Context: an optimization exercise on an open-source flow, tuned for small area, a short achievable clock period and few clock cycles per item. The choices shown serve that exercise and are no tape-out recipe. At most, simulation tests tie the RTL to the original design; equivalence was not proved. Only the layout flow was run in run 2; the RTL was not checked for function there.

## flow/design.v (module list and top-level ports; edited modules follow where they fit)
// module iter_multiplier: 1200 lines
module iter_multiplier (
    input  logic        clk,
    input  logic        rst_n,
    input  logic        mul_start,
    input  logic [63:0] a,
    input  logic [63:0] b,
    input  logic [1:0]  op,
    input  logic        word,
    input  logic        next,
    output logic [63:0] mul_result,
    output logic        mul_ok,
    output logic        busy
);
  // ...
==> flow/flow/run.sh <==
#!/bin/bash
set -e
export BUFFER_PORTS_ARGS="-buffer_cell sky130_fd_sc_hd__buf_2"
bash standard.sh > standard.log 2>&1
==> flow/standard.sh <==
#!/bin/bash
# synth_recipe.tcl (not shown) runs the flow's synth.tcl, then flattens the netlist and writes it again
# the make line also repeats each setting of config.mk as NAME=value (left out here)
make -C /OpenROAD-flow-scripts/flow DESIGN_CONFIG=/design/flow/config.mk WORK_HOME=/design/flow/orfs CLKGATE_MAP_FILE= SYNTH_SCRIPT=/design/flow/synth_recipe.tcl "${@:-finish}"
==> flow/config.mk <==
export PLATFORM = sky130hd
export DESIGN_NAME = iter_multiplier
export DESIGN_NICKNAME = iter_multiplier
export VERILOG_FILES = /design/flow/design.v
export SDC_FILE = /design/flow/constraint.sdc
export NUM_CORES = 4
export LEC_CHECK = 0
export CAP_MARGIN = 20
export CORE_MARGIN = 2
export CORE_UTILIZATION = 40
export SETUP_SLACK_MARGIN = 4.3
export SLEW_MARGIN = 20
==> flow/constraint.sdc <==
create_clock -name core_clock -period 7.5 [get_ports {clk}]
set_input_delay 1.5000 -clock core_clock [delete_from_list [all_inputs] [get_ports {clk}]]
set_output_delay 1.5000 -clock core_clock [all_outputs]
set_load 0.01 [all_outputs]
==> run notes, run 1 <==
Sequential Area -> 0.00763 mm^2
ANT cells -> 4
Syn_nets -> 2,997
Post-Synth XOR/XNOR Area -> 12.3%
Post-cts repair resize count -> 6
Slew margin rel. -> 30.6%
WL/cell -> 22.9 um
HP Class -> flip-flop to flip-flop
Clk buf depth -> 3
Outcome -> timing/DRC/antenna clean
Setup repair after global routing missed its margin -> yes
Period minus WS final -> 3.15 ns
Data buffer area share -> 4.35%
Met2 GRT Util -> 35.9%
Final period utilization -> 42.1%
R2R Path End -> b_q[51]
Crit. path cell count -> 10
Main synth FF type -> dfxtp_1
Mean area per synthesized cell -> 10.1 um^2
Core Util, Final -> 44.7%
Non-CTS buffers -> 228
Cell Area, Synth -> 0.0253 mm^2
Placer Congestion -> 0.936
Final ANT Viol Nets -> 0
Testbench counts, summed over its fixed seeds: cycles 23,924, items 2,400.
==> run 2: changes to the inputs <==
--- a/flow/design.v
+++ b/flow/design.v
@@ -13,17 +13,16 @@
 );
     logic        busy_q, fix_q, inc_q, ok_q;
     logic [63:0] a_q, b_q;
     logic        a64_q, b64_q;
     logic [66:0] s_q, c_q;
     logic        cy_q;
     logic [7:0]  lo_s_q, lo_c_q;
     logic [3:0]  one_q, two_q, neg_q;       
-    logic [3:0]  one_h_q, two_h_q, neg_h_q;  
     logic [2:0]  cnt_q;
     logic        word_q, fixop_q;
     wire idle = !busy_q && !ok_q;
     wire calc = busy_q && !fix_q && !inc_q;
     wire a_sgn_in = (op != 2'b11);
     wire b_sgn_in = !op[1];
     wire a64_in   = a_sgn_in & a[63];
     function automatic logic [2:0] benc(input logic x2, input logic x1, input logic x0);
@@ -44,23 +43,23 @@
             neg_d[i] = e[2];
         end
     end
     wire [66:0] ax = {a64_q, a64_q, a64_q, a_q};
     wire [66:0] ax2 = {ax[65:0], 1'b0};
     logic [66:0] e0, e1, e2, e3;
     always_comb begin
         logic [66:0] p0, p1, p2, p3;
-        p0 = {({33{one_h_q[0]}} & ax[66:34] | {33{two_h_q[0]}} & ax2[66:34]) ^ {33{neg_h_q[0]}},
+        p0 = {({33{one_q[0]}} & ax[66:34] | {33{two_q[0]}} & ax2[66:34]) ^ {33{neg_q[0]}},
               ({34{one_q[0]}} & ax[33:0] | {34{two_q[0]}} & ax2[33:0]) ^ {34{neg_q[0]}}};
-        p1 = {({33{one_h_q[1]}} & ax[66:34] | {33{two_h_q[1]}} & ax2[66:34]) ^ {33{neg_h_q[1]}},
+        p1 = {({33{one_q[1]}} & ax[66:34] | {33{two_q[1]}} & ax2[66:34]) ^ {33{neg_q[1]}},
               ({34{one_q[1]}} & ax[33:0] | {34{two_q[1]}} & ax2[33:0]) ^ {34{neg_q[1]}}};
-        p2 = {({33{one_h_q[2]}} & ax[66:34] | {33{two_h_q[2]}} & ax2[66:34]) ^ {33{neg_h_q[2]}},
+        p2 = {({33{one_q[2]}} & ax[66:34] | {33{two_q[2]}} & ax2[66:34]) ^ {33{neg_q[2]}},
               ({34{one_q[2]}} & ax[33:0] | {34{two_q[2]}} & ax2[33:0]) ^ {34{neg_q[2]}}};
-        p3 = {({33{one_h_q[3]}} & ax[66:34] | {33{two_h_q[3]}} & ax2[66:34]) ^ {33{neg_h_q[3]}},
+        p3 = {({33{one_q[3]}} & ax[66:34] | {33{two_q[3]}} & ax2[66:34]) ^ {33{neg_q[3]}},
               ({34{one_q[3]}} & ax[33:0] | {34{two_q[3]}} & ax2[33:0]) ^ {34{neg_q[3]}}};
         e0 = {~p0[66], p0[65:0]};
         e1 = {~p1[66], p1[65:0]};
         e2 = {~p2[66], p2[65:0]};
         e3 = {~p3[66], p3[65:0]};
     end
     wire [74:0] ts, tc;
     wire fs0 = s_q[7] ^ c_q[7];
@@ -1156,19 +1155,16 @@
             if (cnt_q != 3'd0 || fix_q) cy_q <= low9[8];
             cnt_q <= cnt_q + 3'd1;
         end
         lo_s_q <= ts[7:0];    
         lo_c_q <= tc[7:0];
         one_q <= one_d;
         two_q <= two_d;
         neg_q <= neg_d;
-        one_h_q <= (calc && last) ? 4'b0 : one_d;
-        two_h_q <= (calc && last) ? 4'b0 : two_d;
-        neg_h_q <= (calc && last) ? 4'b0 : neg_d;
     end
     always_ff @(posedge clk or negedge rst_n) begin
         if (!rst_n) begin
             busy_q <= 1'b0;
             fix_q  <= 1'b0;
             inc_q  <= 1'b0;
             ok_q   <= 1'b0;
         end else if (next) begin
==> flow/flow/run.sh (replaced) <==
#!/bin/bash
set -e
export BUFFER_PORTS_ARGS="-buffer_cell sky130_fd_sc_hd__buf_1"
bash standard.sh > standard.log 2>&1
==> flow/config.mk (replaced) <==
export PLATFORM = sky130hd
export DESIGN_NAME = iter_multiplier
export DESIGN_NICKNAME = iter_multiplier
export VERILOG_FILES = /design/flow/design.v
export SDC_FILE = /design/flow/constraint.sdc
export NUM_CORES = 4
export LEC_CHECK = 0
export CAP_MARGIN = 20
export CORE_MARGIN = 2
export CORE_UTILIZATION = 40
export CTS_CLUSTER_DIAMETER = 60
export CTS_CLUSTER_SIZE = 24
export PLACE_DENSITY = 0.8
export SETUP_SLACK_MARGIN = 4.5
export SLEW_MARGIN = 20
==> run 2 against run 1 <==
Net effect:
- still clean on timing, DRC and antenna
- first-iteration DRC count grew 26%
- clock skew is essentially flat
- register-to-register slack gained 0.16 ns
- sequential cell count shrank 12
- synthesized area shrank 2.0%
- die area shrank 2.0%
- core utilization grew 0.36 points
- non-clock buffer count grew 16
- cell count shrank 1.7%
- critical path type unchanged
- highest routed layer unchanged
==> run notes, run 2 <==
R2R depth -> 10 (unchanged)
Largest delay share family, worst path -> compound AO/OA/AOI/OAI gates (unchanged)
Layout cells sized above 1 -> 7.13% (was 13.2%)
Clock latency (worst-skew pair) -> 0.59 ns (was 0.56 ns)
Total wire length -> 77,000 um (was 78,800 um)
Vias in the first global route -> 19,500 (was 19,900)
Max reg flops -> 67 (unchanged)
Number of max-cap violations -> 0 (unchanged)
Setup TNS -> 0 ns (unchanged)
IO buf count -> 200 (unchanged)
Largest net degree at the start of global routing -> 95 (was 140)
Period minus WS final -> 3.00 ns (was 3.15 ns)
IO Pins -> 201 (unchanged)
Clk sinks -> 300 (was 312)
Detail-routed via count per cell -> 5.87 (was 5.75)
Number of synthesized flops with an enable pin -> 133 (unchanged)
Final period utilization -> 40.0% (was 42.1%)
# setup viols final -> 0 (unchanged)
Setup repair after global routing missed its margin -> no (was yes)
Startpoint types -> flip-flop (unchanged)
Placed cell areas -> 0.0259 mm^2 (was 0.0267 mm^2)
Via count -> 19,800 (about the same)
Placer Congestion -> 0.958 (was 0.936)
Main synth FF type -> dfxtp_1 (unchanged)
Worst path bufs/invs -> 0 (unchanged)
Detailed Route Iter0 Violations -> 2,428 (was 1,923)
Initial antenna violation count -> 18 (was 15)
Total congestion overflow -> 0 (unchanged)
Max Slew Vio Count -> 0 (unchanged)
R2R Path End -> b_q[31] (was b_q[51])
Outcome -> timing/DRC/antenna clean (unchanged)
Async SR Flop Fraction -> 1.33% (was 1.28%)
Worst-margin pin slew -> 0.926 ns (was 1.04 ns)
Final Non-Filler Cells -> 3,377 (was 3,434)
Die area -> 0.0641 mm^2 (was 0.0654 mm^2)
Count leader, synth -> fa_1 (unchanged)
Slowest stage cell on the critical path -> a211o_4 (was ha_1)
Sink of the worst hold path -> lo_c_q[0] (was lo_s_q[0])
Crit. path cell count -> 10 (unchanged)
CTS H-tree lvls -> 1 (was 2)
Initial Util -> 40.3% (about the same)
Final Hold Fails -> 0 (unchanged)
Finished Cell Area -> 0.0278 mm^2 (was 0.0281 mm^2)
Final nets -> 3,001 (was 3,039)
Crit. End Element -> flip-flop (unchanged)
Cell Area, Synth -> 0.0248 mm^2 (was 0.0253 mm^2)
Core Util, Final -> 45.1% (was 44.7%)
Yosys cell types -> 68 (was 76)
Slew margin rel. -> 38.3% (was 30.6%)
Die extent in x -> 253 um (was 256 um)
TritonCTS clock tree -> built (unchanged)
Root Buffer -> clkbuf_16 (unchanged)
Sequential-to-total area share from yosys stat -> 29.6% (was 30.0%)
Hold Crit Start -> c_q[0] (was s_q[0])
CP arrival -> 3.30 ns (was 3.43 ns)
DRC -> 0 (unchanged)
Commonest non-fill, non-tap cell in the layout -> fa_1 (unchanged)
Final ANT Viol Nets -> 0 (unchanged)
Cell mode on critical path -> a21o_1
Synth warn -> 1 (unchanged)
Reg2Reg Setup Slack -> 4.50 ns (was 4.35 ns)
Top flop regs -> c_q (67), s_q (65) (unchanged)
Largest Register -> c_q (unchanged)
Global-route wire length before repair -> 114,000 um (was 123,000 um)
Clk buf depth -> 3 (unchanged)
R2r startpoint -> s_q[5] (was s_q[37])
Syn_nets -> 2,951 (was 2,997)
Crit-path max cell delay -> 0.43 ns (was 0.40 ns)
Number of CTS-inserted buffers -> 27 (was 38)
Core area -> 0.0616 mm^2 (was 0.0629 mm^2)
HP Class -> flip-flop to flip-flop (unchanged)
Required time worst endpoint -> 7.80 ns (was 7.78 ns)
DP HPWL -> 52,300 um (was 57,500 um)
Top cells by area, synth -> fa_1 (21%), edfxtp_1 (16%), dfxtp_1 (13%), xor2_1 (8.3%), a22oi_1 (7.7%) (was fa_1 (21%), edfxtp_1 (16%), dfxtp_1 (14%), xor2_1 (8.4%), a22oi_1 (7.6%))
Row count -> 91 (was 92)
Area Overhead vs Synth -> 11.8% (was 10.9%)
Clock transition at path regs -> 0.08 ns (was 0.06 ns)
#FFs+latches synth -> 300 (was 312)
Worst Skew -> 0.0196 ns (was 0.0199 ns)
Top cell type's share of synthesized area -> 21.4% (was 21.0%)
Mean area per synthesized cell -> 10.1 um^2 (about the same)
Chip Height -> 253 um (was 256 um)
Most frequent cells in the layout -> fa_1 (265), a22oi_1 (256), xor2_1 (233), buf_1 (199), inv_1 (170) (was fa_1 (266), a22oi_1 (257), xor2_1 (240), buf_2 (200), inv_1 (177))
Hold Crit Depth -> 0 (unchanged)
Cells after Synth -> 2,467 (was 2,513)
Yosys top cell by area -> fa_1 (unchanged)
Placed cells -> 3,300 (was 3,360)
Worst-path cell chain -> ha_4 > a21o_1 > a21o_1 > a221oi_2 > o211ai_2 > a211o_4 > a41o_4 > a31oi_4 > xnor2_2 > o21ai_1 (was ha_1 > a21o_1 > or3_1 > o211ai_2 > o21ai_0 > a31o_2 > a21o_1 > a21oi_1 > xor2_2 > o21ai_0)
WL/cell -> 22.8 um (was 22.9 um)
First-pass detailed-route iteration total -> 6 (unchanged)
Post-synth top cells -> fa_1 (266), a22oi_1 (256), xor2_1 (236), inv_1 (170), dfxtp_1 (163) (was fa_1 (266), a22oi_1 (257), xor2_1 (243), inv_1 (177), dfxtp_1 (175))
GRT Total Usage -> 22.9% (was 24.0%)
Max Clock Freq -> 334 MHz (was 317 MHz)
Critical-path maximum fanout -> 5 (was 4)
WS Path Type -> flip-flop to flip-flop (unchanged)
==> run 2: final cells by class <==
class | count | area [um^2]
repair buffers | 244 | 1410
repair inverters | 1 | 8.76
multi-input cells | 1772 | 16300
clock inverters | 20 | 289
inverters | 171 | 658
well taps | 837 | 1050
flip-flops and latches | 300 | 7390
clock buffers | 30 | 687
diodes | 2 | 5.00
fillers | 5513 | 33800
==> run 2: kinds of logic (layout without fill, tap and decap cells) <==
group | Yosys count | in the layout | synth area share (%)
other | 0 | 2 | 0
buffers and inverters | 395 | 466 | 6.25
adder cells (fa/ha/maj) | 349 | 349 | 25.6
AND/OR/NAND/NOR | 454 | 454 | 8.91
flip-flops | 300 | 300 | 29.6
AO/OA/AOI/OAI | 596 | 596 | 16.4
multiplexers | 17 | 17 | 0.685
XOR/XNOR | 356 | 356 | 12.6
==> run 2: metal layers <==
metal | up-vias | track usage [%] | wire length (um) | share of wire (%)
met5 | - | 0 | 165 | 0.21
met4 | 28 | 7.03 | 2920 | 3.8
met3 | 241 | 6.94 | 10400 | 14
met2 | 1382 | 35.9 | 34700 | 45
met1 | 9632 | 30.3 | 28800 | 37
li1 | 8555 | - | - | -
==> run 2: worst max-delay path by stage <==
stage                   start  endpoint  slack, ns
floorplan            neg_q[0]   c_q[55]       4.51
global placement       word_q   b_q[60]       3.81
detailed placement     word_q   b_q[60]       3.99
CTS                 lo_s_q[7]   b_q[19]       4.46
global route          c_q[32]   b_q[63]       4.48
finish                 s_q[5]   b_q[31]       4.50
==> run 2: worst reg2reg max path: stages (launching register included) <==
cell and delay [ns]:
dfxtp_4 0.37, ha_4 0.27, a21o_1 0.19, a21o_1 0.19, a221oi_2 0.23, o211ai_2 0.24
a211o_4 0.43, a41o_4 0.29, a31oi_4 0.19, xnor2_2 0.19, o21ai_1 0.11
==> run 2: timing repair <==
item | 4_1_cts | 5_1_grt
buffers inserted | 10 | 8
resized for setup | 54 | 57
setup endpoints to repair | 183 | 136
cloned | 2 | 5
hold buffers | 0 | 0
pin swaps | 4 | 26
==> run 2: through the flow <==
step / setup slack, ns / hold slack (ns)
final: 4.50 / 0.405
after global routing: 4.48 / 0.403
after CTS: 4.46 / 0.406
after detailed placement: 3.99 / 0.393
after global placement: 3.81 / 0.383
after floorplan: 4.51 / 0.355

## what the ideal ports hide
Ports are ideal in the flow. The routed layouts listed here were re-timed in OpenROAD.
Step 1 assumes that a clkbuf_16 drives the clock port and a buf_2 every other input.
Step 2, shift: input delay + t, output delay - t, t = (earliest + latest rising clock arrival at the registers) / 2. This alone moves slack from input paths to output paths.
Slacks: ideal ports / drivers / drivers and shift; pairs: ideal ports / drivers.
run	shift t [ns]	slack for setup (ns)	slew at the worst register clock pin (ns)	worst data-port slew with drivers (ns)	cell pins on the clock port's net
run 1	0.610	4.346 / 4.346 / 4.024	0.06 / 0.06	0.09	1
run 2	0.643	4.503 / 4.503 / 4.503	0.08 / 0.08	0.15	1
After both steps every run listed still meets setup and hold. The setup slack of run 1, which loses most, moves by 0.000 ns with the drivers and by -0.322 ns with both steps.
